This design comes from an exercise in tuning for small area on the open sky130 flow, not from production work. The RTL was checked by simulation tests, not by an equivalence proof against the original design. Power figures rest on the tool's default switching activity, not on a simulated workload.

<file path="config.mk">
export PLATFORM = sky130hd
export DESIGN_NAME = trng_vn
export DESIGN_NICKNAME = trng_vn
export VERILOG_FILES = /design/flow/design.v
export SDC_FILE = /design/flow/constraint.sdc
export NUM_CORES = 4
export LEC_CHECK = 0
export CAP_MARGIN = 20
export CORE_MARGIN = 2
export CORE_UTILIZATION = 40
export SLEW_MARGIN = 20
</file>
<file path="constraint.sdc">
create_clock -name core_clock -period 5.0 [get_ports {SCLK}]
set_input_delay 1.0000 -clock core_clock [delete_from_list [all_inputs] [get_ports {SCLK}]]
set_output_delay 1.0000 -clock core_clock [all_outputs]
set_load 0.01 [all_outputs]
</file>
<file path="design.v">
module trng_vn #(
    parameter int WIDTH     = 512,
    parameter int REP_LIMIT = 32
) (
    input  logic             SCLK,
    input  logic             RST,
    input  logic             EN,
    input  logic             RAW_BIT,
    input  logic             RAW_VALID,
    input  logic             READY,
    output logic [WIDTH-1:0] RANDOM_NUMBER,
    output logic             VALID,
    output logic             FAULT
);
    localparam int CW = $clog2(WIDTH + 1);
    localparam int RW = $clog2(REP_LIMIT + 1);
    localparam logic [CW-1:0] LAST    = CW'(WIDTH - 1);
    localparam logic [RW-1:0] REP_MAX = RW'(REP_LIMIT);
    typedef enum logic [1:0] {
        COLLECT,
        FULL,
        FAULTED
    } state_t;
    state_t           state_q, state_d;
    logic             phase_q, phase_d;
    logic             first_q, first_d;
    logic             prev_q, prev_d;
    logic [RW-1:0]    rep_q, rep_d;
    logic [CW-1:0]    cnt_q, cnt_d;
    logic [WIDTH-1:0] sreg_q, sreg_d;
    logic [WIDTH-1:0] out_q, out_d;
    logic             valid_q, valid_d;
    logic             fault_q, fault_d;
    logic             sample;
    logic             xfer;
    logic             emit;
    logic             trip;
    logic [WIDTH-1:0] shifted;
    always_ff @(posedge SCLK or posedge RST) begin
        if (RST) begin
            state_q <= COLLECT;
            phase_q <= 1'b0;
            first_q <= 1'b0;
            prev_q  <= 1'b0;
            rep_q   <= '0;
            cnt_q   <= '0;
            sreg_q  <= '0;
            out_q   <= '0;
            valid_q <= 1'b0;
            fault_q <= 1'b0;
        end else begin
            state_q <= state_d;
            phase_q <= phase_d;
            first_q <= first_d;
            prev_q  <= prev_d;
            rep_q   <= rep_d;
            cnt_q   <= cnt_d;
            sreg_q  <= sreg_d;
            out_q   <= out_d;
            valid_q <= valid_d;
            fault_q <= fault_d;
        end
    end
    always_comb begin
        state_d = state_q;
        phase_d = phase_q;
        first_d = first_q;
        prev_d  = prev_q;
        rep_d   = rep_q;
        cnt_d   = cnt_q;
        sreg_d  = sreg_q;
        out_d   = out_q;
        valid_d = valid_q;
        fault_d = fault_q;
        sample  = EN & RAW_VALID & (state_q != FAULTED);
        xfer    = valid_q & READY;
        emit    = sample & phase_q & (first_q != RAW_BIT);
        shifted = {sreg_q[WIDTH-2:0], first_q};
        trip    = 1'b0;
        if (xfer)
            valid_d = 1'b0;
        if (sample) begin
            phase_d = ~phase_q;
            prev_d  = RAW_BIT;
            if (!phase_q)
                first_d = RAW_BIT;
            if (rep_q == '0 || RAW_BIT != prev_q)
                rep_d = RW'(1);
            else if (rep_q != REP_MAX)
                rep_d = rep_q + 1'b1;
            trip = (rep_d == REP_MAX);
        end
        if (!EN)
            phase_d = 1'b0;
        unique case (state_q)
            COLLECT: begin
                if (emit) begin
                    sreg_d = shifted;
                    if (cnt_q != LAST) begin
                        cnt_d = cnt_q + 1'b1;
                    end else if (!valid_q || READY) begin
                        out_d   = shifted;
                        valid_d = 1'b1;
                        cnt_d   = '0;
                    end else begin
                        cnt_d   = cnt_q + 1'b1;
                        state_d = FULL;
                    end
                end
            end
            FULL: begin
                if (xfer) begin
                    out_d   = sreg_q;
                    valid_d = 1'b1;
                    cnt_d   = '0;
                    state_d = COLLECT;
                end
            end
            FAULTED: begin
            end
            default: state_d = COLLECT;
        endcase
        if (trip) begin
            state_d = FAULTED;
            fault_d = 1'b1;
            valid_d = 1'b0;
            rep_d   = '0;
            phase_d = 1'b0;
            first_d = 1'b0;
            cnt_d   = '0;
            sreg_d  = '0;
            out_d   = '0;
        end
    end
    assign RANDOM_NUMBER = valid_q ? out_q : '0;
    assign VALID         = valid_q;
    assign FAULT         = fault_q;
endmodule
</file>
<file path="run.sh">
#!/bin/bash
# synth_recipe.tcl (not shown) runs the flow's synth.tcl, then flattens the netlist and writes it again
# the make line also repeats each setting of config.mk as NAME=value (left out here)
make -C /OpenROAD-flow-scripts/flow DESIGN_CONFIG=/design/flow/config.mk WORK_HOME=/design/flow/orfs CLKGATE_MAP_FILE= SYNTH_SCRIPT=/design/flow/synth_recipe.tcl finish
</file>
==> results.tsv, run 1 <==
metric	value	unit
slew_headroom	0.271	
grt_use_total	0.211	
fmax	255	MHz
timing.rr.end	out_q[71]	
finalHoldViolCount	0	
viasPerCell	5.32	
fp.coreArea	122000	sq um
grt_setup_unrepaired	false	
setup_tns	0	ns
synth_top_area_share	0.531	
grt_pass1_vias	39641	
layout-drive-gt1-share	0.0491	
final_cell_area	59400	sq um
arrival	2.93	ns
drv_slew	0	
start_util	0.404	
cts.htree.levels	3	
cp_max_fo	68	
worstRegToRegCells	6	
area_delta_synth_final	20.4	%
num_vias	41126	
ys_seq_area_frac	0.531	
synth-seq-cells	1047	
die_height	355	um
synth_area_leaders	dfrtp_1, nand2_1, a311oi_1, and2_1, a21oi_1	
route.detailed.drc	0	
dp_hpwl	81900	um
dr.pass1.iters	7	
clk_pin_slew_worst_paths	0.06	ns
hold_buffers	0	
crit_slowest_cell	dfrtp_4	
powerDensity	293	nW/um^2
cts_tree	done	
die_area	126000	sq um
cts_inserted_buffers	113	
setup_viol	0	
drv_cap	0	
rrSetupSlack	1.85	ns
finish.net_count	6024	
cts_setup_buffers	0	
mostFrequentLayoutCell	nand2_1	
drt-initial-drc-count	3514	
synth_edf_count	0	
whs_path_depth	1	
clock_latency	0.71	ns
ys.flop_type	dfrtp_1	
final_cell_mix	nand2_1, dfrtp_1, nor2_1	
fin_total_pwr	17400	uW
cpPeakStageDelay	0.68	ns
cts.sinks	1047	
rows	128	
wire_per_inst	17.6	um
cts-root-buf	clkbuf_16	
outcome	finished clean	
ys_async_sr_fraction	1.00	
cp.required	4.00	ns
syn_nets	5804	
fin_crit	3.93	ns
fillCellCount	11574	
antenna_found_initial	1	
crit_path_start_kind	flip-flop	
place.gp.congestion	0.783	
grt-ovfl-total	0	
ir_worst_vdd	0.000305	V
min_to	fault_q	
path_cells	buf_16 > buf_12 > and2_1 > clkdlybuf4s50_1	
r2r-start	valid_q	
synth_cell_types	54	
avgSynthCellArea	8.52	sq um
critical_path_class	reg2out	
tightest_slew	1.09	ns
fp.dieW	355	um
min_from	fault_q	
drtAntennaViolNets	0	
cp-end-kind	primary output	
skew	0.0372	ns
fin_crit_sh	0.786	
grt_pass1_wl	220000	um
ios	520	
grt_max_degree	185	
synthCells	5795	
min_path_type	reg2reg	
netlist_area	49400	sq um
ys_warn_count	1	
io_buffers	519	
clock_path_buffers	3	
cellLeakagePower	0.0230	uW
yosys.area.top_type	dfrtp_1	
dpl-instance-area	55500	sq um
drt-total-wl	136000	um
cts_resized	0	
==> worst max path at each step <==
stage                     startpoint                  to  slack, ns  cells past startpoint
after global placement       RAW_BIT          out_q[478]       1.09                      8
after global routing         valid_q  RANDOM_NUMBER[511]       0.80                      4
after CTS                    valid_q  RANDOM_NUMBER[511]       0.73                      3
after floorplan                  RST            cnt_q[0]     -10.44                      1
final                        valid_q  RANDOM_NUMBER[218]       1.07                      4
after detailed placement     RAW_BIT           out_q[25]       0.98                      8
==> logic make-up (layout without fill, tap and decap cells) <==
logic type               count (synthesis)  count (layout)  share of synthesized area
adder cells (fa/ha/maj)                  3               3                   0.000760
other                                    0               1                          0
AND/OR/NAND/NOR                       3148            3148                      0.268
flip-flops                            1047            1047                      0.531
AO/OA/AOI/OAI                         1070            1070                      0.150
buffers and inverters                  522             835                     0.0500
XOR/XNOR                                 4               4                   0.000710
multiplexers                             1               1                   0.000203
==> layout make-up <==
class,instances,area (sq um),area share
inverter,4,18.8,0.000316
tap,1625,2030,0.0342
clock inverter,48,667,0.0112
antenna,1,2.50,0.0000421
multi-input combinational,4226,20700,0.349
clock buffer,160,3250,0.0546
sequential,1047,26200,0.441
timing repair buffer,623,6550,0.110
==> metrics by stage <==
stage          hold WS, ns  setup WS [ns]  std cells  utilization
5_1_grt              0.500          0.798       7733        0.486
3_3_place_gp         0.456           1.09       7524        0.454
6_report             0.476           1.07       7734        0.486
3_5_place_dp         0.461          0.976       7524        0.454
2_1_floorplan        0.470         -10.44       5795            -
4_1_cts              0.476          0.729       7732        0.486
==> routing by layer <==
layer | wire length [um] | GRT usage | up-vias
met4 | 4500 | 0.0772 | 0
met5 | 0 | 0 | -
met1 | 61700 | 0.296 | 20237
met2 | 63900 | 0.338 | 946
li1 | - | - | 19731
met3 | 6010 | 0.0255 | 212
==> worst max-delay path: cells and delay by family, from the launching register on <==
| family | cells | cell delay, ns |
|---|---|---|
| buffers and inverters | 3 | 1.19 |
| DFF | 1 | 0.68 |
| and+or+nand+nor | 1 | 0.24 |
==> cells in the mapped netlist (all sizes together), types with 2 or more instances <==
master	count
a2111oi	2
a211oi	3
a21oi	522
a22oi	2
a311oi	514
a31oi	3
a41oi	2
and2	516
and4	2
buf	251
clkbuf	267
dfrtp	1047
ha	3
inv	4
nand2	2069
nand2b	3
nand3	7
nand3b	2
nand4	4
nor2	526
nor2b	2
nor3	4
nor3b	3
nor4	2
o211ai	2
o21ai	10
o21bai	2
or2	2
or3	2
xor2	3
==> power by group <==
group          internal, uW  switching [uW]  leakage (uW)
logic                  32.4             179       0.00648
clock network          5160            3590       0.00191
registers              8470               0        0.0146
==> registers in the layout (all words and copies together), names as in the netlist <==
register	cells
cnt_q	10
phase_q	1
state_q	2
prev_q	1
out_q	512
rep_q	6
first_q	1
fault_q	1
valid_q	1
sreg_q	512
==> run 2, diff against run 1 <==
==> design.v (replaced) <==
module trng_vn #(
    parameter int WIDTH     = 512,
    parameter int REP_LIMIT = 32
) (
    input  logic             SCLK,
    input  logic             RST,
    input  logic             EN,
    input  logic             RAW_BIT,
    input  logic             RAW_VALID,
    input  logic             READY,
    output logic [WIDTH-1:0] RANDOM_NUMBER,
    output logic             VALID,
    output logic             FAULT
);
    localparam int CW = $clog2(WIDTH);
    localparam int RW = $clog2(REP_LIMIT);
    localparam logic [CW-1:0] LAST    = CW'(WIDTH - 1);
    localparam logic [RW-1:0] REP_TOP = RW'(REP_LIMIT - 2);   
    logic             phase_q;    
    logic             run_q;      
    logic             full_q;     
    logic [CW-1:0]    cnt_q;      
    logic             valid_q;
    logic             fault_q;
    logic [WIDTH-1:0] out_q;      
    logic             first_q;    
    logic             prev_q;     
    logic [RW-1:0]    rep_q;      
    logic             last_q;     
    logic [WIDTH-2:0] sreg_q;     
    logic sample, emit, same, trip, at_last, done, load, keep, shift;
    logic nbit;
    assign sample  = EN & RAW_VALID & ~fault_q;
    assign same    = run_q & (RAW_BIT == prev_q);
    assign trip    = sample & same & (rep_q == REP_TOP);
    assign emit    = sample & phase_q & (first_q ^ RAW_BIT) & ~full_q;
    assign at_last = (cnt_q == LAST);
    assign done    = emit & at_last;               
    assign load    = ~trip & ((done & (~valid_q | READY)) | (full_q & READY));
    assign keep    = ~trip & valid_q & ~READY;
    assign shift   = emit & ~at_last;
    assign nbit    = full_q ? last_q : first_q;
    always_ff @(posedge SCLK or posedge RST) begin
        if (RST) begin
            phase_q <= 1'b0;
            run_q   <= 1'b0;
            full_q  <= 1'b0;
            cnt_q   <= '0;
            valid_q <= 1'b0;
            fault_q <= 1'b0;
            out_q   <= '0;
        end else begin
            if (sample) begin
                phase_q <= ~phase_q;
                run_q   <= 1'b1;
            end
            if (!EN || trip)
                phase_q <= 1'b0;
            if (trip)
                fault_q <= 1'b1;
            if (trip || load)
                full_q <= 1'b0;
            else if (done)
                full_q <= 1'b1;
            if (trip || load)
                cnt_q <= '0;
            else if (shift)
                cnt_q <= cnt_q + 1'b1;
            valid_q <= ~trip & (load | keep);
            for (int i = 0; i < WIDTH; i++)
                out_q[i] <= (load & (i == 0 ? nbit : sreg_q[i == 0 ? 0 : i-1]))
                          | (keep & out_q[i]);
        end
    end
    always_ff @(posedge SCLK) begin
        if (sample) begin
            prev_q <= RAW_BIT;
            rep_q  <= same ? rep_q + 1'b1 : '0;
            if (!phase_q)
                first_q <= RAW_BIT;
        end
        if (done)
            last_q <= first_q;
        if (shift)
            sreg_q <= {sreg_q[WIDTH-3:0], first_q};
    end
    assign RANDOM_NUMBER = out_q;
    assign VALID         = valid_q;
    assign FAULT         = fault_q;
endmodule
==> results.tsv, run 2 <==
metric	value	unit	change
outcome	finished clean		unchanged
finalHoldViolCount	0		unchanged
path_cells	ha_1 > nand3_1 > nor2_1 > ha_1 > nor4bb_1 > nand3_4 > clkinvlp_4 > buf_12 > buf_12		was buf_16 > buf_12 > and2_1 > clkdlybuf4s50_1
cts.sinks	1045		was 1,047
cts_resized	0		unchanged
cellLeakagePower	0.0162	uW	was 0.0230 uW
synth_cell_types	33		was 54
cp_max_fo	57		was 68
finish.net_count	2330		was 6,024
met2_length	36900	um	was 63,900 um
yosysMostFrequentCell	dfrtp_1		was nand2_1
top_layer	met4		unchanged
grt-ovfl-total	0		unchanged
clock_latency	0.66	ns	was 0.71 ns
synth_top_area_share	0.455		was 0.531
die_height	297	um	was 355 um
rows	107		was 128
antenna_found_initial	0		was 1
synthCells	1750		was 5,795
setup_viol	0		unchanged
clk_pin_slew_worst_paths	0.06	ns	about the same
grt_use_total	0.176		was 0.211
whs_path_depth	0		was 1
io_buffers	519		unchanged
fillCellCount	6784		was 11,574
syn_nets	1760		was 5,804
drv_slew	0		unchanged
final_cell_area	44700	sq um	was 59,400 sq um
synth_commonest_cells	dfrtp_1, edfxtp_1, a22o_1		was nand2_1, dfrtp_1, nor2_1
ys.flop_type	dfrtp_1		unchanged
slew_headroom	0.278		was 0.271
crit_path_start_kind	flip-flop		unchanged
viasPerCell	5.23		was 5.32
num_vias	18605		was 41,126
wl_met1	34200	um	was 61,700 um
yosys.area.top_type	edfxtp_1		was dfrtp_1
rrSetupSlack	1.69	ns	was 1.85 ns
cts_tree	done		unchanged
grt_pass1_wl	122000	um	was 220,000 um
setup_tns	0	ns	unchanged
ys_async_sr_fraction	0.503		was 1.00
avgSynthCellArea	19.6	sq um	was 8.52 sq um
grt_setup_unrepaired	false		unchanged
grt_pass1_vias	19308		was 39,641
drt-total-wl	78900	um	was 136,000 um
fp.coreArea	85000	sq um	was 122,000 sq um
r2r-start	cnt_q[0]		was valid_q
skew	0.0341	ns	was 0.0372 ns
min_from	sreg_q[405]		was fault_q
diodes	0		was 1
cts_setup_buffers	0		unchanged
drv_cap	0		unchanged
area_delta_synth_final	30.3	%	was 20.4%
drtAntennaViolNets	0		unchanged
cts-root-buf	clkbuf_16		unchanged
hold_buffers	0		unchanged
timing.rr.end	sreg_q[91]		was out_q[71]
cts.htree.levels	3		unchanged
mostFrequentLayoutCell	dfrtp_1		was nand2_1
layout-drive-gt1-share	0.0966		was 0.0491
dpl-instance-area	41000	sq um	was 55,500 sq um
fmax	302	MHz	was 255 MHz
ios	520		unchanged
synth-seq-cells	1045		was 1,047
grt_max_degree	144		was 185
ys_warn_count	1		unchanged
tightest_slew	1.08	ns	was 1.09 ns
cpPeakStageDelay	0.75	ns	was 0.68 ns
largest-register	out_q		
worstRegToRegCells	9		was 6
place.gp.congestion	0.782		was 0.783
crit_slowest_cell	nor4bb_1		was dfrtp_4
ir_worst_vdd	0.000326	V	was 0.000305 V
netlist_area	34300	sq um	was 49,400 sq um
powerDensity	385	nW/um^2	was 293 nW/um^2
cp-end-kind	flip-flop		was primary output
drt-initial-drc-count	1470		was 3,514
top_regs	out_q x512, sreg_q x511, cnt_q x9		was out_q x512, sreg_q x512, cnt_q x10
start_util	0.403		was 0.404
route.detailed.drc	0		unchanged
critical_path_class	reg2reg		was reg2out
fin_crit	3.32	ns	was 3.93 ns
synth_area_leaders	edfxtp_1, dfrtp_1, a22o_1, clkbuf_1, buf_2		was dfrtp_1, nand2_1, a311oi_1, and2_1, a21oi_1
dr.pass1.iters	5		was 7
whs	0.430	ns	was 0.476 ns
ys_seq_area_frac	0.838		was 0.531
arrival	3.63	ns	was 2.93 ns
clock_path_buffers	3		unchanged
wire_per_inst	22.2	um	was 17.6 um
fin_crit_sh	0.663		was 0.786
dp_hpwl	49000	um	was 81,900 um
met3_length	6290	um	was 6010 um
largest_reg_flops	512		
min_path_type	reg2reg		unchanged
die_area	88100	sq um	was 126,000 sq um
synth_edf_count	519		was 0
cp.required	5.31	ns	was 4.00 ns
fp.dieW	297	um	was 355 um
min_to	sreg_q[406]		was fault_q
cts_inserted_buffers	105		was 113
final_cell_mix	dfrtp_1, edfxtp_1, clkdlybuf4s50_1		was nand2_1, dfrtp_1, nor2_1
[run 2: kinds of logic after synthesis]
logic type	count (synthesis)	share of synthesized area
buffers and inverters	117	0.0162
XOR/XNOR	9	0.00230
multiplexers	3	0.000912
AO/OA/AOI/OAI	524	0.133
adder cells (fa/ha/maj)	4	0.00146
AND/OR/NAND/NOR	48	0.00741
flip-flops	1045	0.838
[run 2: worst max-delay path by stage]
stage,endpoint,from,slack (ns),depth (start not counted)
3_5_place_dp,sreg_q[106],RAW_VALID,1.18,6
2_1_floorplan,sreg_q[0],RAW_BIT,-4.38,3
4_1_cts,sreg_q[93],cnt_q[0],1.65,9
5_1_grt,sreg_q[91],cnt_q[0],1.46,9
6_report,sreg_q[91],cnt_q[0],1.69,9
3_3_place_gp,sreg_q[105],RAW_VALID,1.17,6
[run 2: critical path: cells and delay by family, from the launching register on]
family / cells / cell delay [ns]
adder cells (fa/ha/maj): 2 / 0.47
buffers and inverters: 3 / 0.95
flip-flops: 1 / 0.40
AND/OR/NAND/NOR: 4 / 1.09
[run 2: layer usage]
metal | global-route usage | vias up
met5 | 0 | -
li1 | - | 8063
met2 | 0.269 | 597
met1 | 0.242 | 9841
met4 | 0.0492 | 0
met3 | 0.0564 | 104
[run 2: power breakdown]
part	leakage, uW	switching, uW	internal [uW]
Clock	0.00177	3300	4730
Sequential	0.0104	12.1	9000
Combinational	0.00399	131	32.7
[run 2: area by class of cell]
type                       instances  area (sq um)  area share
sequential                      1045         28700       0.643
timing repair buffer             575          5820       0.130
multi-input combinational        588          5030       0.113
clock buffer                     151          3040      0.0681
tap                             1144          1430      0.0320
clock inverter                    49           586      0.0131
inverter                           5          26.3    0.000588
[run 2: metrics by stage]
| step | std cells | utilization | total power (uW) | setup slack, ns |
|---|---|---|---|---|
| 2_1_floorplan | 1750 | - | 9310 | -4.38 |
| 3_3_place_gp | 3357 | 0.483 | 9350 | 1.17 |
| 3_5_place_dp | 3357 | 0.483 | 9360 | 1.18 |
| 4_1_cts | 3557 | 0.526 | 17400 | 1.65 |
| 5_1_grt | 3557 | 0.526 | 17800 | 1.46 |
| 6_report | 3557 | 0.526 | 17200 | 1.69 |
==> run 3, diff against run 2 <==
==> flow/run.sh (new file) <==
#!/bin/bash
# Standard ORFS layout (the standard.sh) with two changes:
#  * port buffers use the smallest buffer, sky130_fd_sc_hd__buf_1;
#  * CTS builds its tree from clkbuf_8 with sink clusters of up to 18
#    flip-flops and no dummy loads.
set -euo pipefail
bash standard.sh \
  "BUFFER_PORTS_ARGS=-buffer_cell sky130_fd_sc_hd__buf_1" \
  "CTS_ARGS=-sink_clustering_enable -repair_clock_nets -buf_list sky130_fd_sc_hd__clkbuf_8 -sink_clustering_size 18 -sink_clustering_max_diameter 80 -dont_use_dummy_load" \
  finish > flow_make.log 2>&1
==> standard.sh (new file) <==
#!/bin/bash
# synth_recipe.tcl (not shown) runs the flow's synth.tcl, then flattens the netlist and writes it again
# the make line also repeats each setting of config.mk as NAME=value (left out here)
make -C /OpenROAD-flow-scripts/flow DESIGN_CONFIG=/design/flow/config.mk WORK_HOME=/design/flow/orfs CLKGATE_MAP_FILE= SYNTH_SCRIPT=/design/flow/synth_recipe.tcl "${@:-finish}"
removed: run.sh
==> results.tsv, run 3 <==
metric	value	unit	change
outcome	finished clean		unchanged
skew	0.108	ns	was 0.0341 ns
min_from	sreg_q[188]		was sreg_q[405]
finish.net_count	2291		was 2,330
clk_pin_slew_worst_paths	0.11	ns	was 0.06 ns
placed_cells	3353		was 3,357
num_vias	18489		was 18,605
largest-register	out_q		unchanged
dr.pass1.iters	5		unchanged
cp.required	5.28	ns	was 5.31 ns
layoutNonFillerInstCount	3424		was 3,557
ios	520		unchanged
clock_latency	0.67	ns	was 0.66 ns
fp.dieW	297	um	unchanged
wire_per_inst	22.2	um	about the same
cp_max_fo	50		was 57
ys_seq_area_frac	0.838		unchanged
min_path_type	reg2reg		unchanged
io_buffers	519		unchanged
grt_pass1_vias	18876		was 19,308
arrival	3.82	ns	was 3.63 ns
die_height	297	um	unchanged
antenna_found_initial	2		was 0
fp.coreArea	85000	sq um	unchanged
cellLeakagePower	0.0138	uW	was 0.0162 uW
fin_crit	3.54	ns	was 3.32 ns
crit_slowest_cell	nor4bb_1		unchanged
synth_cell_types	33		unchanged
preCtsSetupSlack	1.37	ns	was 1.18 ns
drv_slew	0		unchanged
critical_path_class	reg2reg		unchanged
cts.sinks	1045		unchanged
cpPeakStageDelay	0.77	ns	was 0.75 ns
drv_cap	0		unchanged
ys_warn_count	1		unchanged
cts-root-buf	clkbuf_8		was clkbuf_16
ys_async_sr_fraction	0.503		unchanged
finalHoldViolCount	0		unchanged
grt_pass1_wl	118000	um	was 122,000 um
clock_path_buffers	3		unchanged
netlist_area	34300	sq um	unchanged
fin_total_pwr	12900	uW	was 17,200 uW
dpl-instance-area	37700	sq um	was 41,000 sq um
grt_use_total	0.169		was 0.176
cts_setup_buffers	0		unchanged
ir_worst_vdd	0.000217	V	was 0.000326 V
cts_resized	0		unchanged
die_area	88100	sq um	unchanged
hold_buffers	0		unchanged
cts_inserted_buffers	70		was 105
syn_nets	1760		unchanged
cp-end-kind	flip-flop		unchanged
synth_edf_count	519		unchanged
area_delta_synth_final	12.9	%	was 30.3%
rows	107		unchanged
cp.buffers_inverters	2		was 3
mostFrequentLayoutCell	dfrtp_1		unchanged
place.gp.congestion	0.805		was 0.782
ys.flop_type	dfrtp_1		unchanged
synth_commonest_cells	dfrtp_1, edfxtp_1, a22o_1		unchanged
fmax	282	MHz	was 302 MHz
drt-initial-drc-count	1520		was 1,470
path_cells	ha_1 > nand3_1 > nor2_1 > ha_1 > nor4bb_1 > nand3_4 > clkinvlp_4 > buf_4		was ha_1 > nand3_1 > nor2_1 > ha_1 > nor4bb_1 > nand3_4 > clkinvlp_4 > buf_12 > buf_12
crit_path_start_kind	flip-flop		unchanged
top_regs	out_q x512, sreg_q x511, cnt_q x9		unchanged
critPathLaunch	cnt_q[0]		unchanged
setup_viol	0		unchanged
viasPerCell	5.40		was 5.23
grt_max_degree	148		was 144
largest_reg_flops	512		unchanged
final_cell_mix	dfrtp_1, edfxtp_1, buf_1		was dfrtp_1, edfxtp_1, clkdlybuf4s50_1
drtAntennaViolNets	0		unchanged
final_cell_area	38700	sq um	was 44,700 sq um
dp_hpwl	47600	um	was 49,000 um
cts_tree	done		unchanged
synth_top_area_share	0.455		unchanged
synthCells	1750		unchanged
fin_crit_sh	0.709		was 0.663
setup_tns	0	ns	unchanged
avgSynthCellArea	19.6	sq um	unchanged
powerDensity	333	nW/um^2	was 385 nW/um^2
cp_common_cell	ha_1		
layout-drive-gt1-share	0.0575		was 0.0966
start_util	0.403		unchanged
synth-seq-cells	1045		unchanged
yosysMostFrequentCell	dfrtp_1		unchanged
synth_area_leaders	edfxtp_1, dfrtp_1, a22o_1, clkbuf_1, buf_2		unchanged
route.detailed.drc	0		unchanged
r2r-start	cnt_q[0]		unchanged
grt_setup_unrepaired	false		unchanged
tightest_slew	0.920	ns	was 1.08 ns
cts.htree.levels	3		unchanged
grt-ovfl-total	0		unchanged
slew_headroom	0.387		was 0.278
yosys.area.top_type	edfxtp_1		unchanged
drt-total-wl	76000	um	was 78,900 um
critPathTopFamily	simple AND/OR/NAND/NOR gates		unchanged
setup_ws	1.46	ns	was 1.69 ns
==> run 3: changes by cell type in the layout (fill, tap and decap cells not counted), sizes merged <==
| cell | change |
|---|---|
| buf | +515 |
| diode | +1 |
| clkbuf | -81 |
| clkinvlp | -5 |
| bufinv | -9 |
| clkdlybuf4s50 | -519 |
| inv | -2 |
| clkinv | -33 |
==> run 3: power by group <==
part / leakage, uW / internal, uW / switching [uW] / total [uW]
Sequential: 0.0104 / 8990 / 12.3 / 9000
Combinational: 0.00281 / 29.5 / 133 / 162
Clock: 0.000503 / 1270 / 2470 / 3740
==> run 3: per-layer routing <==
metal / GRT usage / share of wire / vias to the layer above
li1: - / - / 7864
met1: 0.239 / 0.43 / 9843
met2: 0.258 / 0.47 / 655
met3: 0.0432 / 0.072 / 127
met4: 0.0546 / 0.027 / 0
met5: 0 / 0 / -
==> run 3: cell families after synthesis <==
kind of cell | after synthesis | synth area share
xor gates and xnor gates | 9 | 0.00230
adders and majority gates | 4 | 0.00146
and+or+nand+nor | 48 | 0.00741
muxes | 3 | 0.000912
AOI/OAI and AO/OA | 524 | 0.133
DFF | 1045 | 0.838
buffers and inverters | 117 | 0.0162
==> run 3: worst paths after layout <==
check	to	slack, ns	depth (start not counted)
setup / recovery	sreg_q[439]	1.46	8
hold / removal	sreg_q[189]	0.37	0
setup reg to reg	sreg_q[439]	1.46	8
hold reg to reg	sreg_q[189]	0.37	0
max in group asynchronous	out_q[41]	3.18	3
min in group asynchronous	out_q[376]	0.48	2
==> run 3: worst register-to-register path, stage by stage (launching register included) <==
cell	delay (ns)
dfrtp_1	0.42
ha_1	0.26
nand3_1	0.11
nor2_1	0.05
ha_1	0.22
nor4bb_1	0.78
nand3_4	0.22
clkinvlp_4	0.47
buf_4	0.61
==> run 3: cell type report <==
cell class / count / area [sq um]
antenna: 1 / 2.50
clock buffer: 70 / 963
fill: 7357 / 46300
inverter: 5 / 26.3
multi-input combinational: 588 / 5030
sequential: 1045 / 28700
tap: 1144 / 1430
timing repair buffer: 571 / 2510
==> run 3: metrics by stage <==
stage	hold WS [ns]	utilization
after floorplan	0.427	-
after global placement	0.430	0.444
final	0.372	0.455
after detailed placement	0.434	0.444
after global routing	0.398	0.455
after CTS	0.381	0.455
==> run 4, diff against run 3 <==
--- a/design.v
+++ b/design.v
@@ -27,8 +27,6 @@
     logic             prev_q;     
     logic [RW-1:0]    rep_q;      
-    logic             last_q;     
     logic [WIDTH-2:0] sreg_q;     
     logic sample, emit, same, trip, at_last, done, load, keep, shift;
-    logic nbit;
     assign sample  = EN & RAW_VALID & ~fault_q;
     assign same    = run_q & (RAW_BIT == prev_q);
@@ -40,5 +38,15 @@
     assign keep    = ~trip & valid_q & ~READY;
     assign shift   = emit & ~at_last;
-    assign nbit    = full_q ? last_q : first_q;
+    logic [WIDTH-1:0] slot_src, out_d;
+    assign slot_src = {sreg_q, first_q};
+    for (genvar i = 0; i < WIDTH; i++) begin : g_slot
+        trng_vn_slot_mux u_mux (
+            .load (load),
+            .keep (keep),
+            .d    (slot_src[i]),
+            .q    (out_q[i]),
+            .y    (out_d[i])
+        );
+    end
     always_ff @(posedge SCLK or posedge RST) begin
         if (RST) begin
@@ -68,7 +76,5 @@
                 cnt_q <= cnt_q + 1'b1;
             valid_q <= ~trip & (load | keep);
-            for (int i = 0; i < WIDTH; i++)
-                out_q[i] <= (load & (i == 0 ? nbit : sreg_q[i == 0 ? 0 : i-1]))
-                          | (keep & out_q[i]);
+            out_q   <= out_d;
         end
     end
@@ -77,9 +83,7 @@
             prev_q <= RAW_BIT;
             rep_q  <= same ? rep_q + 1'b1 : '0;
-            if (!phase_q)
+            if (!phase_q && (!full_q || READY))
                 first_q <= RAW_BIT;
         end
-        if (done)
-            last_q <= first_q;
         if (shift)
             sreg_q <= {sreg_q[WIDTH-3:0], first_q};
@@ -89,2 +93,11 @@
     assign FAULT         = fault_q;
 endmodule
+module trng_vn_slot_mux (
+    input  logic load,
+    input  logic keep,
+    input  logic d,
+    input  logic q,
+    output logic y
+);
+    assign y = (load & d) | (keep & q);
+endmodule
--- a/config.mk
+++ b/config.mk
@@ -10,2 +10,3 @@
 export CORE_UTILIZATION = 40
 export SLEW_MARGIN = 20
+export SYNTH_HIERARCHICAL = 1
==> results.tsv, run 4 <==
metric	value	unit	change
synth-seq-cells	1044		was 1,045
fin_crit	3.42	ns	was 3.54 ns
path_cells	ha_1 > and2_1 > nand2_1 > nor2_1 > ha_1 > nor2_1 > nand4_1 > clkinvlp_4 > buf_12 > buf_4		was ha_1 > nand3_1 > nor2_1 > ha_1 > nor4bb_1 > nand3_4 > clkinvlp_4 > buf_4
antenna_found_initial	1		was 2
cts_resized	0		unchanged
drv_slew	0		unchanged
synth_top_area_share	0.462		was 0.455
die_area	86600	sq um	was 88,100 sq um
cp.buffers_inverters	3		was 2
drt-total-wl	75600	um	was 76,000 um
drtAntennaViolNets	0		unchanged
slew_headroom	0.437		was 0.387
syn_nets	1644		was 1,760
hold_buffers	0		unchanged
synthCells	1634		was 1,750
finalHoldViolCount	0		unchanged
critPathTopFamily	buffers and inverters		was simple AND/OR/NAND/NOR gates
clk_pin_slew_worst_paths	0.11	ns	about the same
yosysMostFrequentCell	dfrtp_1		unchanged
worstRegToRegCells	10		was 8
grt_pass1_vias	18541		was 18,876
cp_max_fo	35		was 50
critical_path_class	reg2reg		unchanged
grt_pass1_wl	116000	um	was 118,000 um
area_delta_synth_final	14.9	%	was 12.9%
ys_warn_count	7		was 1
viasPerCell	5.39		was 5.40
cts-root-buf	clkbuf_8		unchanged
place.gp.congestion	0.806		was 0.805
yosys.area_share.simple	0.00731		was 0.00741
skew	0.0962	ns	was 0.108 ns
cellLeakagePower	0.0138	uW	about the same
mostFrequentLayoutCell	dfrtp_1		unchanged
layoutNonFillerInstCount	3363		was 3,424
largest_reg_flops	512		unchanged
io_buffers	519		unchanged
cts.sinks	1044		was 1,045
preCtsSetupSlack	1.21	ns	was 1.37 ns
cts_inserted_buffers	69		was 70
synth_area_leaders	edfxtp_1, dfrtp_1, a22o_1, nor2_1, ha_1		was edfxtp_1, dfrtp_1, a22o_1, clkbuf_1, buf_2
grt_use_total	0.170		was 0.169
setup_viol	0		unchanged
cp-end-kind	flip-flop		unchanged
num_vias	18111		was 18,489
placed_cells	3292		was 3,353
start_util	0.403		about the same
switchingPower	2610	uW	was 2620 uW
finish.net_count	2294		was 2,291
rows	106		was 107
drt-initial-drc-count	1299		was 1,520
fmax	292	MHz	was 282 MHz
netlist_area	33700	sq um	was 34,300 sq um
p_seq_frac	0.698		about the same
fp.dieW	294	um	was 297 um
cp.required	5.28	ns	about the same
p_comb_frac	0.013		about the same
path_depth	10		was 8
crit_path_start_kind	flip-flop		unchanged
powerDensity	333	nW/um^2	about the same
synth-xor-area-share	0.00230		about the same
synth_edf_count	518		was 519
cts_setup_buffers	0		unchanged
cpPeakStageDelay	0.57	ns	was 0.77 ns
fin_crit_sh	0.685		was 0.709
crit_slowest_cell	clkinvlp_4		was nor4bb_1
clock_latency	0.67	ns	about the same
ys_seq_area_frac	0.852		was 0.838
yosys.area.top_type	edfxtp_1		unchanged
outcome	finished clean		unchanged
avgSynthCellArea	20.6	sq um	was 19.6 sq um
internal_power	10300	uW	about the same
ios	520		unchanged
synth_commonest_cells	dfrtp_1, edfxtp_1, a22o_1		unchanged
fp.coreArea	83600	sq um	was 85,000 sq um
synth_compound_area_frac	0.136		was 0.133
layout-drive-gt1-share	0.0627		was 0.0575
top_regs	out_q x512, sreg_q x511, cnt_q x9		unchanged
cts.htree.levels	3		unchanged
largest-register	out_q		unchanged
cts_tree	done		unchanged
grt-ovfl-total	0		unchanged
final_cell_mix	dfrtp_1, buf_1, edfxtp_1		was dfrtp_1, edfxtp_1, buf_1
ir_worst_vdd	0.000222	V	was 0.000217 V
ys.flop_type	dfrtp_1		unchanged
wire_per_inst	22.5	um	was 22.2 um
clock_path_buffers	3		unchanged
ys_async_sr_fraction	0.504		was 0.503
route.detailed.drc	0		unchanged
tightest_slew	0.842	ns	was 0.920 ns
swShare	0.203		about the same
whs_path_depth	0		unchanged
synthAdderAreaFrac	0.00148		was 0.00146
power_frac_clock	0.288		was 0.290
grt_setup_unrepaired	false		unchanged
min_path_type	reg2reg		unchanged
synth_cell_types	32		was 33
arrival	3.71	ns	was 3.82 ns
drv_cap	0		unchanged
dr.pass1.iters	5		unchanged
synth_top_family_by_area	compound AO/OA/AOI/OAI gates		unchanged
dp_hpwl	48500	um	was 47,600 um
synthMuxAreaShare	0.000594		was 0.000912
die_height	294	um	was 297 um
grt_max_degree	118		was 148
setup_ws	1.58	ns	was 1.46 ns
-- run 4: per-layer routing --
layer | global-route usage | wire length (um) | vias to the layer above | share of wire
li1 | - | - | 7863 | -
met1 | 0.240 | 33100 | 9584 | 0.44
met2 | 0.262 | 35400 | 560 | 0.47
met3 | 0.0431 | 5290 | 104 | 0.070
met4 | 0.0504 | 1820 | 0 | 0.024
met5 | 0 | 0 | - | 0
-- run 4: worst reg2reg max path, cell delays in order (launching register included) --
cell and delay [ns]:
dfrtp_1 0.42, ha_1 0.23, and2_1 0.18, nand2_1 0.07
nor2_1 0.04, ha_1 0.22, nor2_1 0.26, nand4_1 0.29
clkinvlp_4 0.57, buf_12 0.29, buf_4 0.46
-- run 4: worst paths after layout --
path | start | endpoint | slack (ns)
setup / recovery | cnt_q[0] | sreg_q[26] | 1.58
hold / removal | sreg_q[288] | sreg_q[289] | 0.39
setup reg to reg | cnt_q[0] | sreg_q[26] | 1.58
hold reg to reg | sreg_q[288] | sreg_q[289] | 0.39
max in group asynchronous | RST | out_q[263] | 3.40
min in group asynchronous | RST | out_q[323] | 0.43
-- run 4: cells by family after synthesis --
logic type / Yosys count
adder cells (fa/ha/maj): 4
flip-flops: 1044
multiplexers: 2
AND/OR/NAND/NOR: 44
AO/OA/AOI/OAI: 526
buffers and inverters: 6
XOR/XNOR: 8
-- run 4: Yosys stat by module, one instance, submodules excluded --
| module | cell area, sq um | cells inside | flops+latches |
|---|---|---|---|
| trng_vn | 29200 | 1122 | 1044 |
| trng_vn_slot_mux | 8.76 | 1 | 0 |
-- run 4: power by group through the flow --
stage               Clock, uW  Combinational [uW]  Sequential (uW)
finish                   3710                 173             9000
floorplan                   0                 107             9200
global route             4170                 200             9000
global placement            0                 177             9180
detailed placement          0                 184             9180
CTS                      3900                 184             9000
-- run 4: final cells by class --
type	instances	area [sq um]
fillers	7251	44800
flip-flops and latches	1044	28700
multi-input cells	584	5010
repair buffers	580	2680
well taps	1080	1350
clock buffers	69	950
inverters	5	26.3
diodes	1	2.50
-- run 4: metrics by stage --
step | total power (uW) | utilization | hold WS (ns) | TNS [ns] | instance area, sq um
3_3_place_gp | 9360 | 0.452 | 0.429 | 0 | 37800
5_1_grt | 13400 | 0.463 | 0.403 | 0 | 38700
4_1_cts | 13100 | 0.463 | 0.375 | 0 | 38700
3_5_place_dp | 9370 | 0.452 | 0.434 | 0 | 37800
2_1_floorplan | 9310 | - | 0.427 | -5346.68 | 33800
6_report | 12900 | 0.464 | 0.393 | 0 | 38700
==> run 5, diff against run 4 <==
--- a/design.v
+++ b/design.v
@@ -49,4 +49,17 @@
         );
     end
+    logic             hold;
+    logic [WIDTH-2:0] sreg_src, sreg_d;
+    assign hold     = ~shift;
+    assign sreg_src = {sreg_q[WIDTH-3:0], first_q};
+    for (genvar i = 0; i < WIDTH-1; i++) begin : g_sreg
+        trng_vn_slot_mux u_mux (
+            .load (shift),
+            .keep (hold),
+            .d    (sreg_src[i]),
+            .q    (sreg_q[i]),
+            .y    (sreg_d[i])
+        );
+    end
     always_ff @(posedge SCLK or posedge RST) begin
         if (RST) begin
@@ -86,6 +99,5 @@
                 first_q <= RAW_BIT;
         end
-        if (shift)
-            sreg_q <= {sreg_q[WIDTH-3:0], first_q};
+        sreg_q <= sreg_d;
     end
     assign RANDOM_NUMBER = out_q;
==> results.tsv, run 5 <==
metric	value	unit	change
placed_cells	3782		was 3,292
finalHoldViolCount	0		unchanged
ys_warn_count	7		unchanged
hold_buffers	0		unchanged
crit_slowest_cell	buf_4		was clkinvlp_4
grt_use_total	0.189		was 0.170
finish.net_count	2794		was 2,294
cts_resized	0		unchanged
drt-initial-drc-count	1557		was 1,299
drtAntennaViolNets	0		unchanged
outcome	finished clean		unchanged
fin_crit_sh	0.633		was 0.685
drt-total-wl	83200	um	was 75,600 um
arrival	3.71	ns	about the same
dr.pass1.iters	5		unchanged
grt_pass1_vias	21749		was 18,541
crit_path_start_kind	flip-flop		unchanged
fmax	316	MHz	was 292 MHz
die_height	292	um	was 294 um
skew	0.111	ns	was 0.0962 ns
cp-end-kind	flip-flop		unchanged
syn_nets	2156		was 1,644
viasPerCell	5.72		was 5.39
clock_path_buffers	3		unchanged
drv_cap	0		unchanged
dp_hpwl	51900	um	was 48,500 um
grt-ovfl-total	0		unchanged
ys.flop_type	dfrtp_1		unchanged
setup_tns	0	ns	unchanged
fp.coreArea	82000	sq um	was 83,600 sq um
drv_slew	0		unchanged
clock_latency	0.69	ns	was 0.67 ns
powerDensity	325	nW/um^2	was 333 nW/um^2
slew_headroom	0.257		was 0.437
die_area	85000	sq um	was 86,600 sq um
io_buffers	519		unchanged
ios	520		unchanged
wire_per_inst	21.6	um	was 22.5 um
place.gp.congestion	0.814		was 0.806
synth_commonest_cells	a22o_1, dfrtp_1, dfxtp_1		was dfrtp_1, edfxtp_1, a22o_1
grt_pass1_wl	131000	um	was 116,000 um
tightest_slew	1.12	ns	was 0.842 ns
critical_path_class	reg2reg		unchanged
synth-seq-cells	1044		unchanged
synth_edf_count	7		was 518
avgSynthCellArea	15.4	sq um	was 20.6 sq um
start_util	0.403		about the same
grt_max_degree	198		was 118
cts_inserted_buffers	69		unchanged
cp.required	5.55	ns	was 5.28 ns
ir_worst_vdd	0.000215	V	was 0.000222 V
route.detailed.drc	0		unchanged
fin_crit	3.16	ns	was 3.42 ns
grt_setup_unrepaired	false		unchanged
min_path_type	reg2reg		unchanged
cts_setup_buffers	0		unchanged
cpPeakStageDelay	0.52	ns	was 0.57 ns
fp.dieW	292	um	was 294 um
top_regs	out_q x512, sreg_q x511, cnt_q x9		unchanged
cts-root-buf	clkbuf_8		unchanged
layout-drive-gt1-share	0.0467		was 0.0627
area_delta_synth_final	14.8	%	was 14.9%
cellLeakagePower	0.0163	uW	was 0.0138 uW
synth_cell_types	33		was 32
cts.sinks	1044		unchanged
cts_tree	done		unchanged
finish.utilization	0.463		was 0.464
cp.buffers_inverters	3		unchanged
cts.htree.levels	3		unchanged
yosysMostFrequentCell	a22o_1		was dfrtp_1
netlist_area	33100	sq um	was 33,700 sq um
largest-register	out_q		unchanged
mostFrequentLayoutCell	a22o_1		was dfrtp_1
num_vias	22044		was 18,111
ys_seq_area_frac	0.714		was 0.852
layoutNonFillerInstCount	3854		was 3,363
synth_area_leaders	dfrtp_1, dfxtp_1, a22o_1, edfxtp_1, nor2_1		was edfxtp_1, dfrtp_1, a22o_1, nor2_1, ha_1
setup_viol	0		unchanged
yosys.area.top_type	dfrtp_1		was edfxtp_1
ys_async_sr_fraction	0.504		unchanged
final_cell_mix	a22o_1, dfrtp_1, buf_1		was dfrtp_1, buf_1, edfxtp_1
critPathTopFamily	buffers and inverters		unchanged
path_cells	ha_1 > nand3_1 > nor2_1 > ha_1 > nor2_1 > nand4_1 > buf_4 > inv_8 > buf_4 > a22o_1		was ha_1 > and2_1 > nand2_1 > nor2_1 > ha_1 > nor2_1 > nand4_1 > clkinvlp_4 > buf_12 > buf_4
antenna_found_initial	1		unchanged
rows	105		was 106
clk_pin_slew_worst_paths	0.12	ns	was 0.11 ns
synthCells	2146		was 1,634
largest_reg_flops	512		unchanged
synth_top_area_share	0.398		was 0.462
cp_max_fo	90		was 35
run 5: area by class of cell:
cell class	count	area, sq um
inverters	5	33.8
fillers	7324	44000
clock buffers	69	950
flip-flops and latches	1044	23600
diodes	2	5.00
well taps	1070	1340
multi-input cells	1095	9460
repair buffers	569	2590
run 5: final timing paths:
kind / from / end / slack [ns] / cells after the start
max: cnt_q[0] / sreg_q[312] / 1.84 / 10
min: sreg_q[432] / sreg_q[433] / 0.45 / 1
max reg2reg: cnt_q[0] / sreg_q[312] / 1.84 / 10
min reg2reg: sreg_q[432] / sreg_q[433] / 0.45 / 1
max in group asynchronous: RST / out_q[349] / 3.29 / 4
min in group asynchronous: RST / out_q[259] / 0.49 / 2
run 5: cell families after synthesis:
group	after synthesis	synth area share
mux	2	0.000605
xor+xnor	8	0.00235
flops	1044	0.714
compound gates	1037	0.274
buf+inv	7	0.00106
fa+ha+maj	4	0.00151
simple gates	44	0.00723
run 5: metrics by stage:
stage                     hold slack [ns]  total power (uW)  instance area, sq um  setup WS, ns
after floorplan                     0.440              8720                 33100        -28.51
after global placement              0.458              8790                 37000          1.45
after detailed placement            0.462              8800                 37000          1.33
after CTS                           0.446             12500                 38000          1.83
after global routing                0.477             12900                 38000          1.63
final                               0.448             12400                 38000          1.84
run 5: modules after synthesis, one instance, submodules excluded:
module,cells,copies in the design,cell area [sq um]
trng_vn_slot_mux,1,1023,8.76
trng_vn,1123,1,24100
run 5: worst reg2reg max path, delay by kind of cell (launching register included):
family,cells,cell delay [ns]
DFF,1,0.43
AOI/OAI and AO/OA,1,0.22
buffers and inverters,3,1.43
adders and majority gates,2,0.45
and+or+nand+nor,4,0.50
run 5: power breakdown:
group          internal (uW)  switching, uW
sequential              8400           16.6
combinational           35.1            155
clock                   1250           2500
run 5: layer usage:
metal	share of wire	track usage	wire, um	up-vias
li1	-	-	-	9938
met1	0.45	0.264	37500	11409
met2	0.47	0.297	38900	594
met3	0.058	0.0415	4820	103
met4	0.024	0.0566	2020	0
met5	0	0	0	-
==> run 6, diff against run 5 <==
--- a/design.v
+++ b/design.v
@@ -23,10 +23,11 @@
     logic             valid_q;
     logic             fault_q;
-    logic [WIDTH-1:0] out_q;      
     logic             first_q;    
     logic             prev_q;     
     logic [RW-1:0]    rep_q;      
-    logic [WIDTH-2:0] sreg_q;     
-    logic sample, emit, same, trip, at_last, done, load, keep, shift;
+    logic [WIDTH-2:0] sreg_n;     
+    logic [WIDTH-1:0] outn_q;     
+    logic sample, emit, same, trip, at_last, done, load, keep, shift, hold;
+    logic oload, okeep, valid_n;
     assign sample  = EN & RAW_VALID & ~fault_q;
     assign same    = run_q & (RAW_BIT == prev_q);
@@ -38,26 +39,33 @@
     assign keep    = ~trip & valid_q & ~READY;
     assign shift   = emit & ~at_last;
-    logic [WIDTH-1:0] slot_src, out_d;
-    assign slot_src = {sreg_q, first_q};
-    for (genvar i = 0; i < WIDTH; i++) begin : g_slot
-        trng_vn_slot_mux u_mux (
-            .load (load),
-            .keep (keep),
-            .d    (slot_src[i]),
-            .q    (out_q[i]),
-            .y    (out_d[i])
+    assign hold    = ~shift;
+    assign oload   = (done & (~valid_q | READY)) | (full_q & READY);
+    assign okeep   = ~oload;
+    assign valid_n = ~valid_q;
+    logic [WIDTH-2:0] sreg_src, sreg_d;
+    logic [WIDTH-1:0] slot_src, outn_d;
+    assign sreg_src = {sreg_n[WIDTH-3:0], ~first_q};
+    assign slot_src = {sreg_n, ~first_q};
+    for (genvar i = 0; i < WIDTH-1; i++) begin : g_sreg
+        trng_vn_sel u_sel (
+            .a  (shift),
+            .b  (hold),
+            .da (sreg_src[i]),
+            .db (sreg_n[i]),
+            .y  (sreg_d[i])
         );
     end
-    logic             hold;
-    logic [WIDTH-2:0] sreg_src, sreg_d;
-    assign hold     = ~shift;
-    assign sreg_src = {sreg_q[WIDTH-3:0], first_q};
-    for (genvar i = 0; i < WIDTH-1; i++) begin : g_sreg
-        trng_vn_slot_mux u_mux (
-            .load (shift),
-            .keep (hold),
-            .d    (sreg_src[i]),
-            .q    (sreg_q[i]),
-            .y    (sreg_d[i])
+    for (genvar i = 0; i < WIDTH; i++) begin : g_slot
+        trng_vn_sel u_sel (
+            .a  (oload),
+            .b  (okeep),
+            .da (slot_src[i]),
+            .db (outn_q[i]),
+            .y  (outn_d[i])
+        );
+        trng_vn_mask u_mask (
+            .qn (outn_q[i]),
+            .vn (valid_n),
+            .y  (RANDOM_NUMBER[i])
         );
     end
@@ -70,5 +78,4 @@
             valid_q <= 1'b0;
             fault_q <= 1'b0;
-            out_q   <= '0;
         end else begin
             if (sample) begin
@@ -89,5 +96,4 @@
                 cnt_q <= cnt_q + 1'b1;
             valid_q <= ~trip & (load | keep);
-            out_q   <= out_d;
         end
     end
@@ -99,17 +105,24 @@
                 first_q <= RAW_BIT;
         end
-        sreg_q <= sreg_d;
+        sreg_n <= sreg_d;
+        outn_q <= outn_d;
     end
-    assign RANDOM_NUMBER = out_q;
-    assign VALID         = valid_q;
-    assign FAULT         = fault_q;
+    assign VALID = valid_q;
+    assign FAULT = fault_q;
 endmodule
-module trng_vn_slot_mux (
-    input  logic load,
-    input  logic keep,
-    input  logic d,
-    input  logic q,
+module trng_vn_sel (
+    input  logic a,
+    input  logic b,
+    input  logic da,
+    input  logic db,
     output logic y
 );
-    assign y = (load & d) | (keep & q);
+    assign y = (a & da) | (b & db);
 endmodule
+module trng_vn_mask (
+    input  logic qn,
+    input  logic vn,
+    output logic y
+);
+    assign y = ~(qn | vn);
+endmodule
==> results.tsv, run 6 <==
metric	value	unit	change
grt_setup_unrepaired	false		unchanged
tightest_slew	1.06	ns	was 1.12 ns
netlist_area	32400	sq um	was 33,100 sq um
ios	520		unchanged
powerDensity	326	nW/um^2	was 325 nW/um^2
cellLeakagePower	0.0148	uW	was 0.0163 uW
cts_setup_buffers	0		unchanged
synth_commonest_cells	a22o_1, dfxtp_1, nor2_1		was a22o_1, dfrtp_1, dfxtp_1
place.gp.congestion	0.762		was 0.814
grt_pass1_wl	123000	um	was 131,000 um
drv_slew	0		unchanged
ys.flop_type	dfxtp_1		was dfrtp_1
cts.sinks	1044		unchanged
viasPerCell	5.41		was 5.72
drt-total-wl	80700	um	was 83,200 um
route.detailed.drc	0		unchanged
synth_compound_area_frac	0.279		was 0.274
grt_pass1_vias	21318		was 21,749
p_seq_frac	0.687		was 0.681
synth_top_family_by_area	compound AO/OA/AOI/OAI gates		unchanged
wire_per_inst	18.5	um	was 21.6 um
finish.net_count	3301		was 2,794
dr.pass1.iters	5		unchanged
ir_worst_vdd	0.000229	V	was 0.000215 V
critPathTopFamily	buffers and inverters		unchanged
grt_use_total	0.181		was 0.189
area_delta_synth_final	15.0	%	was 14.8%
ys_async_sr_fraction	0.0134		was 0.504
io_buffers	519		unchanged
rrSetupSlack	1.78	ns	was 1.84 ns
fin_crit_sh	0.739		was 0.633
fp.coreArea	80400	sq um	was 82,000 sq um
whs	0.356	ns	was 0.448 ns
path_cells	inv_8 > buf_4 > nor2_1 > buf_1		was ha_1 > nand3_1 > nor2_1 > ha_1 > nor2_1 > nand4_1 > buf_4 > inv_8 > buf_4 > a22o_1
drt-initial-drc-count	1605		was 1,557
setup_tns	0	ns	unchanged
top_regs	outn_q x512, sreg_n x511, cnt_q x9		was out_q x512, sreg_q x511, cnt_q x9
synth-xor-area-share	0.00239		was 0.00235
die_area	83300	sq um	was 85,000 sq um
setup_viol	0		unchanged
p_comb_frac	0.008		was 0.015
fin_crit	3.69	ns	was 3.16 ns
internal_power	9600	uW	was 9690 uW
critical_path_class	reg2out		was reg2reg
min_path_type	in2async		was reg2reg
yosys.area.top_type	dfxtp_1		was dfrtp_1
final_cell_mix	a22o_1, dfxtp_1, nor2_1		was a22o_1, dfrtp_1, buf_1
synthAdderAreaFrac	0.00154		was 0.00151
layout-drive-gt1-share	0.0371		was 0.0467
fmax	271	MHz	was 316 MHz
power_frac_clock	0.305		was 0.303
drv_cap	0		unchanged
outcome	finished clean		unchanged
grt-ovfl-total	0		unchanged
crit_path_start_kind	flip-flop		unchanged
cp.buffers_inverters	3		unchanged
grtUsageMet2	0.271		was 0.297
arrival	2.69	ns	was 3.71 ns
start_util	0.403		about the same
crit_slowest_cell	inv_8		was buf_4
fp.dieW	289	um	was 292 um
synth_top_area_share	0.632		was 0.398
antenna_found_initial	0		was 1
clock_latency	0.69	ns	about the same
switchingPower	2560	uW	was 2670 uW
synthCells	2659		was 2,146
dp_hpwl	49800	um	was 51,900 um
avgSynthCellArea	12.2	sq um	was 15.4 sq um
ys_warn_count	7		unchanged
cpPeakStageDelay	0.64	ns	was 0.52 ns
diodes	0		was 2
synth_cell_types	30		was 33
cp.required	4.00	ns	was 5.55 ns
slew_headroom	0.291		was 0.257
drtAntennaViolNets	0		unchanged
synth_edf_count	7		unchanged
timing.rr.end	sreg_n[401]		was sreg_q[312]
use_met3	0.0246		was 0.0415
crit_end	RANDOM_NUMBER[70]		was sreg_q[312]
die_height	289	um	was 292 um
syn_nets	2669		was 2,156
cts.htree.levels	3		unchanged
skew	0.0863	ns	was 0.111 ns
swShare	0.210		was 0.216
clk_pin_slew_worst_paths	0.11	ns	was 0.12 ns
cts_resized	0		unchanged
hold_buffers	0		unchanged
largest-register	outn_q		was out_q
worstRegToRegCells	10		unchanged
synthMuxAreaShare	0.000926		was 0.000605
num_vias	23535		was 22,044
finalHoldViolCount	0		unchanged
rows	104		was 105
grt_use_met1	0.271		was 0.264
largest_reg_flops	512		unchanged
r2r-start	cnt_q[0]		unchanged
cts_tree	done		unchanged
busiest_layer	met2		unchanged
cts_inserted_buffers	68		was 69
cp_max_fo	158		was 90
path_depth	4		was 10
critPathLaunch	valid_q		was cnt_q[0]
clock_path_buffers	3		unchanged
synth-seq-cells	1044		unchanged
synth_area_leaders	dfxtp_1, a22o_1, nor2_1, dfrtp_1, edfxtp_1		was dfrtp_1, dfxtp_1, a22o_1, edfxtp_1, nor2_1
cts-root-buf	clkbuf_8		unchanged
yosys.area_share.simple	0.0662		was 0.00723
grt_max_degree	174		was 198
cp-end-kind	primary output		was flip-flop
ys_seq_area_frac	0.649		was 0.714
run 6: per-stage QoR:
stage / util / worst slack [ns] / instances / cell area, sq um / total power, uW
global route: 0.463 / 1.12 / 4349 / 37300 / 12600
CTS: 0.463 / 1.21 / 4349 / 37300 / 12300
floorplan: - / -15.84 / 2659 / 32500 / 8600
detailed placement: 0.452 / 1.53 / 4281 / 36300 / 8640
global placement: 0.452 / 1.59 / 4281 / 36300 / 8640
finish: 0.463 / 1.31 / 4349 / 37300 / 12200
run 6: how the worst min path moves through the flow:
stage	startpoint	end	slack [ns]	cells after the start
final	RST	phase_q	0.36	2
after global routing	RST	phase_q	0.34	2
after CTS	RST	phase_q	0.28	2
after detailed placement	outn_q[366]	outn_q[366]	0.45	1
after global placement	run_q	run_q	0.45	2
after floorplan	run_q	run_q	0.44	2
run 6: power groups by stage:
stage	logic [uW]	clock network, uW	registers, uW
finish	94.0	3710	8360
global route	108	4140	8360
CTS	95.6	3870	8360
detailed placement	95.2	0	8550
global placement	94.7	0	8550
floorplan	61.7	0	8540
run 6: modules after synthesis, one instance, submodules excluded:
| module | flops+latches | cells | copies in the design | cell area, sq um |
|---|---|---|---|---|
| trng_vn | 1044 | 1124 | 1 | 21500 |
| trng_vn_sel | 0 | 1 | 1023 | 8.76 |
| trng_vn_mask | 0 | 1 | 512 | 3.75 |
run 6: routing by layer:
| metal | share of wire | up-vias |
|---|---|---|
| met5 | 0 | - |
| met4 | 0.020 | 0 |
| met3 | 0.045 | 98 |
| met2 | 0.44 | 544 |
| met1 | 0.50 | 11423 |
| li1 | - | 11470 |
run 6: cell type report:
class / instances / area, sq um
clock buffers: 68 / 936
well taps: 1060 / 1330
fillers: 7529 / 43100
repair buffers: 563 / 2540
flip-flops and latches: 1044 / 21000
multi-input cells: 1606 / 11400
inverters: 8 / 48.8
run 6: logic make-up (layout without fill, tap and decap cells):
family | after synthesis | after routing
simple gates | 555 | 555
fa+ha+maj | 4 | 4
mux | 3 | 3
compound gates | 1036 | 1036
buf+inv | 9 | 639
xor+xnor | 8 | 8
flops | 1044 | 1044
run 6: worst register-to-register path, stage by stage (launching register included):
cell and delay (ns):
dfrtp_1 0.41, ha_1 0.23, nand3_1 0.09, nor2_1 0.10, ha_1 0.24, nor2_1 0.11, nand3_4 0.13, buf_12 0.36
buf_12 0.59, buf_4 0.65, a22o_1 0.21
==> run 7, diff against run 6 <==
--- a/design.v
+++ b/design.v
@@ -26,5 +26,5 @@
     logic             prev_q;     
     logic [RW-1:0]    rep_q;      
-    logic [WIDTH-2:0] sreg_n;     
+    logic [WIDTH-2:0] sreg_p;     
     logic [WIDTH-1:0] outn_q;     
     logic sample, emit, same, trip, at_last, done, load, keep, shift, hold;
@@ -45,23 +45,31 @@
     logic [WIDTH-2:0] sreg_src, sreg_d;
     logic [WIDTH-1:0] slot_src, outn_d;
-    assign sreg_src = {sreg_n[WIDTH-3:0], ~first_q};
-    assign slot_src = {sreg_n, ~first_q};
+    assign sreg_src = {sreg_p[WIDTH-3:0], first_q};
+    assign slot_src = {sreg_p, first_q};    
     for (genvar i = 0; i < WIDTH-1; i++) begin : g_sreg
-        trng_vn_sel u_sel (
-            .a  (shift),
-            .b  (hold),
-            .da (sreg_src[i]),
-            .db (sreg_n[i]),
+        trng_vn_seli u_sel (
+            .h  (hold),
+            .q  (sreg_p[i]),
+            .s  (sreg_src[i]),
             .y  (sreg_d[i])
         );
     end
     for (genvar i = 0; i < WIDTH; i++) begin : g_slot
-        trng_vn_sel u_sel (
-            .a  (oload),
-            .b  (okeep),
-            .da (slot_src[i]),
-            .db (outn_q[i]),
-            .y  (outn_d[i])
-        );
+        if (i % 2 == 0) begin : g_even
+            trng_vn_seli u_sel (
+                .h  (okeep),
+                .q  (outn_q[i]),
+                .s  (slot_src[i]),
+                .y  (outn_d[i])
+            );
+        end else begin : g_odd
+            trng_vn_sel u_sel (
+                .a  (oload),
+                .b  (okeep),
+                .da (slot_src[i]),
+                .db (outn_q[i]),
+                .y  (outn_d[i])
+            );
+        end
         trng_vn_mask u_mask (
             .qn (outn_q[i]),
@@ -105,5 +113,5 @@
                 first_q <= RAW_BIT;
         end
-        sreg_n <= sreg_d;
+        sreg_p <= sreg_d;
         outn_q <= outn_d;
     end
@@ -120,4 +128,12 @@
     assign y = (a & da) | (b & db);
 endmodule
+module trng_vn_seli (
+    input  logic h,
+    input  logic q,
+    input  logic s,
+    output logic y
+);
+    assign y = ~((~h | ~q) & (h | s));
+endmodule
 module trng_vn_mask (
     input  logic qn,
==> results.tsv, run 7 <==
metric	value	unit	change
crit_path_start_kind	flip-flop		unchanged
largest-register	outn_q		unchanged
num_vias	24711		was 23,535
fin_crit	4.09	ns	was 3.69 ns
dp_hpwl	50200	um	was 49,800 um
finish.net_count	4058		was 3,301
rrSetupSlack	1.72	ns	was 1.78 ns
drv_slew	0		unchanged
cp.buffers_inverters	4		was 3
io_buffers	519		unchanged
viasPerCell	4.84		was 5.41
yosys.area.top_type	dfxtp_1		unchanged
cp.required	4.00	ns	about the same
top_regs	outn_q x512, sreg_p x511, cnt_q x9		was outn_q x512, sreg_n x511, cnt_q x9
largest_reg_flops	512		unchanged
place.gp.congestion	0.763		was 0.762
drtAntennaViolNets	0		unchanged
cts-root-buf	clkbuf_8		unchanged
cts_setup_buffers	0		unchanged
die_area	83400	sq um	was 83,300 sq um
syn_nets	3438		was 2,669
drt-initial-drc-count	1306		was 1,605
fp.coreArea	80400	sq um	unchanged
fmax	244	MHz	was 271 MHz
synthCells	3428		was 2,659
synth_cell_types	35		was 30
fillCellCount	8027		was 7,529
finalHoldViolCount	0		unchanged
clock_path_buffers	3		unchanged
grt_max_degree	175		was 174
grt_pass1_vias	21721		was 21,318
yosysMostFrequentCell	dfxtp_1		
cts.sinks	1044		unchanged
synth_commonest_cells	dfxtp_1, nand2_1, o21ai_1		was a22o_1, dfxtp_1, nor2_1
ys.flop_type	dfxtp_1		unchanged
fin_total_pwr	17300	uW	was 12,200 uW
layout-drive-gt1-share	0.0277		was 0.0371
netlist_area	32500	sq um	was 32,400 sq um
synth_top_area_share	0.631		was 0.632
cp-end-kind	primary output		unchanged
cp_max_fo	98		was 158
drv_cap	0		unchanged
path_cells	clkinvlp_4 > buf_4 > buf_4 > nor2_1 > buf_1		was inv_8 > buf_4 > nor2_1 > buf_1
cts_inserted_buffers	68		unchanged
critPathTopFamily	buffers and inverters		unchanged
ir_worst_vdd	0.000250	V	was 0.000229 V
synth-seq-cells	1044		unchanged
min_path_type	in2async		unchanged
die_height	289	um	about the same
mostFrequentLayoutCell	dfxtp_1		
ys_warn_count	7		unchanged
powerDensity	465	nW/um^2	was 326 nW/um^2
cts.htree.levels	3		unchanged
outcome	finished clean		unchanged
area_delta_synth_final	14.4	%	was 15.0%
whs	0.372	ns	was 0.356 ns
cts_tree	done		unchanged
rows	104		unchanged
fp.dieW	289	um	about the same
hold_buffers	0		unchanged
synth_edf_count	7		unchanged
slew_headroom	0.392		was 0.291
setup_viol	0		unchanged
clk_pin_slew_worst_paths	0.11	ns	about the same
dr.pass1.iters	4		was 5
start_util	0.404		was 0.403
ys_seq_area_frac	0.648		was 0.649
ff_latch_area	21000	sq um	unchanged
arrival	3.09	ns	was 2.69 ns
grt_pass1_wl	119000	um	was 123,000 um
wire_per_inst	15.1	um	was 18.5 um
multi_input_area	11400	sq um	about the same
fin_crit_sh	0.819		was 0.739
ys_async_sr_fraction	0.0134		unchanged
drt-total-wl	77200	um	was 80,700 um
crit_slowest_cell	buf_4		was inv_8
avgSynthCellArea	9.47	sq um	was 12.2 sq um
final_cell_mix	dfxtp_1, nand2_1, o21ai_1		was a22o_1, dfxtp_1, nor2_1
cellLeakagePower	0.0154	uW	was 0.0148 uW
critical_path_class	reg2out		unchanged
ios	520		unchanged
skew	0.0459	ns	was 0.0863 ns
grt_use_total	0.176		was 0.181
route.detailed.drc	0		unchanged
tightest_slew	0.911	ns	was 1.06 ns
cpPeakStageDelay	0.78	ns	was 0.64 ns
grt_setup_unrepaired	false		unchanged
cp_common_cell	buf_4		
antenna_found_initial	1		was 0
clock_latency	0.67	ns	was 0.69 ns
grt-ovfl-total	0		unchanged
synth_area_leaders	dfxtp_1, o21ai_1, nand2_1, a22o_1, nor2_1		was dfxtp_1, a22o_1, nor2_1, dfrtp_1, edfxtp_1
cts_resized	0		unchanged
-- run 7: final timing paths --
path / startpoint / end / cells after the start
max in group asynchronous: RST / cnt_q[5] / 2
min: RST / valid_q / 2
max reg2reg: cnt_q[2] / sreg_p[294] / 9
max: valid_q / RANDOM_NUMBER[205] / 5
min reg2reg: sreg_p[333] / sreg_p[334] / 1
min in group core_clock: sreg_p[333] / sreg_p[334] / 1
-- run 7: cell families after synthesis --
logic type	Yosys count	synth area share
fa+ha+maj	4	0.00154
xor+xnor	10	0.00270
compound gates	1033	0.189
mux	2	0.000617
flops	1044	0.648
simple gates	1326	0.156
buf+inv	9	0.00127
-- run 7: layout make-up --
cell class / instances / share of cell area
inverters: 7 / 0.00101
repair buffers: 552 / 0.0639
clock buffers: 68 / 0.0252
multi-input cells: 2375 / 0.307
flip-flops and latches: 1044 / 0.567
well taps: 1060 / 0.0357
diodes: 1 / 0.0000674
-- run 7: metrics by stage --
| stage | worst slack [ns] | area [sq um] | instances | TNS (ns) | utilization |
|---|---|---|---|---|---|
| finish | 0.905 | 37100 | 5107 | 0 | 0.462 |
| global route | 0.580 | 37100 | 5107 | 0 | 0.462 |
| CTS | 0.788 | 37100 | 5106 | 0 | 0.462 |
| detailed placement | 1.50 | 36200 | 5038 | 0 | 0.450 |
| global placement | 1.55 | 36200 | 5038 | 0 | 0.450 |
| floorplan | -8.95 | 32500 | 3428 | -5560.95 | - |
-- run 7: report_power, final --
part	internal (uW)	switching (uW)	leakage (uW)
registers	10400	1610	0.00866
clock network	1230	2480	0.000489
logic	805	780	0.00623
total	12400	4870	0.0154
-- run 7: metal layers --
layer	GRT usage	up-vias	wire length (um)
met1	0.242	11056	36500
li1	-	13142	-
met3	0.0277	102	3290
met5	0	-	0
met4	0.0527	0	1990
met2	0.286	411	35500
-- run 7: per-module statistics from Yosys (local to each module, per instance) --
module        cell area (sq um)  cells
trng_vn_sel                8.76      1
trng_vn_seli               8.76      2
trng_vn_mask               3.75      1
trng_vn                   21600   1126

==> re-timing with driven ports <==
The flow's constraints put no driver on any port. The routed layouts listed below were extracted and timed again, unchanged, in two steps. Step 1: set_driving_cell puts a clkbuf_16 on SCLK and a buf_2 on each other input, an assumption about the parent block. Step 2 adds t to the input delays and takes it off the output delays; t is the mean of the earliest and latest rising clock arrival at the registers after step 1. Input paths then give back, and output paths get back, about the clock's delay inside the block. Slacks: ideal / step 1 / step 2; pairs: ideal / step 1.
| run | t (ns) | setup slack, ns | worst register clock-pin slew, ns |
|---|---|---|---|
| run 1 | 0.762 | 1.072 / 1.004 / 0.869 | 0.07 / 0.07 |
| run 2 | 0.701 | 1.685 / 1.685 / 1.154 | 0.07 / 0.07 |
| run 3 | 0.683 | 1.457 / 1.457 / 1.404 | 0.11 / 0.11 |
| run 4 | 0.681 | 1.576 / 1.576 / 1.329 | 0.11 / 0.11 |
| run 5 | 0.700 | 1.837 / 1.837 / 1.245 | 0.12 / 0.12 |
| run 6 | 0.707 | 1.307 / 1.251 / 1.486 | 0.11 / 0.11 |
| run 7 | 0.706 | 0.905 / 0.844 / 1.528 | 0.11 / 0.11 |
After both steps every run listed still meets setup and hold. The setup slack of run 5, which loses most, moves by 0.000 ns with the drivers and by -0.592 ns with both steps.
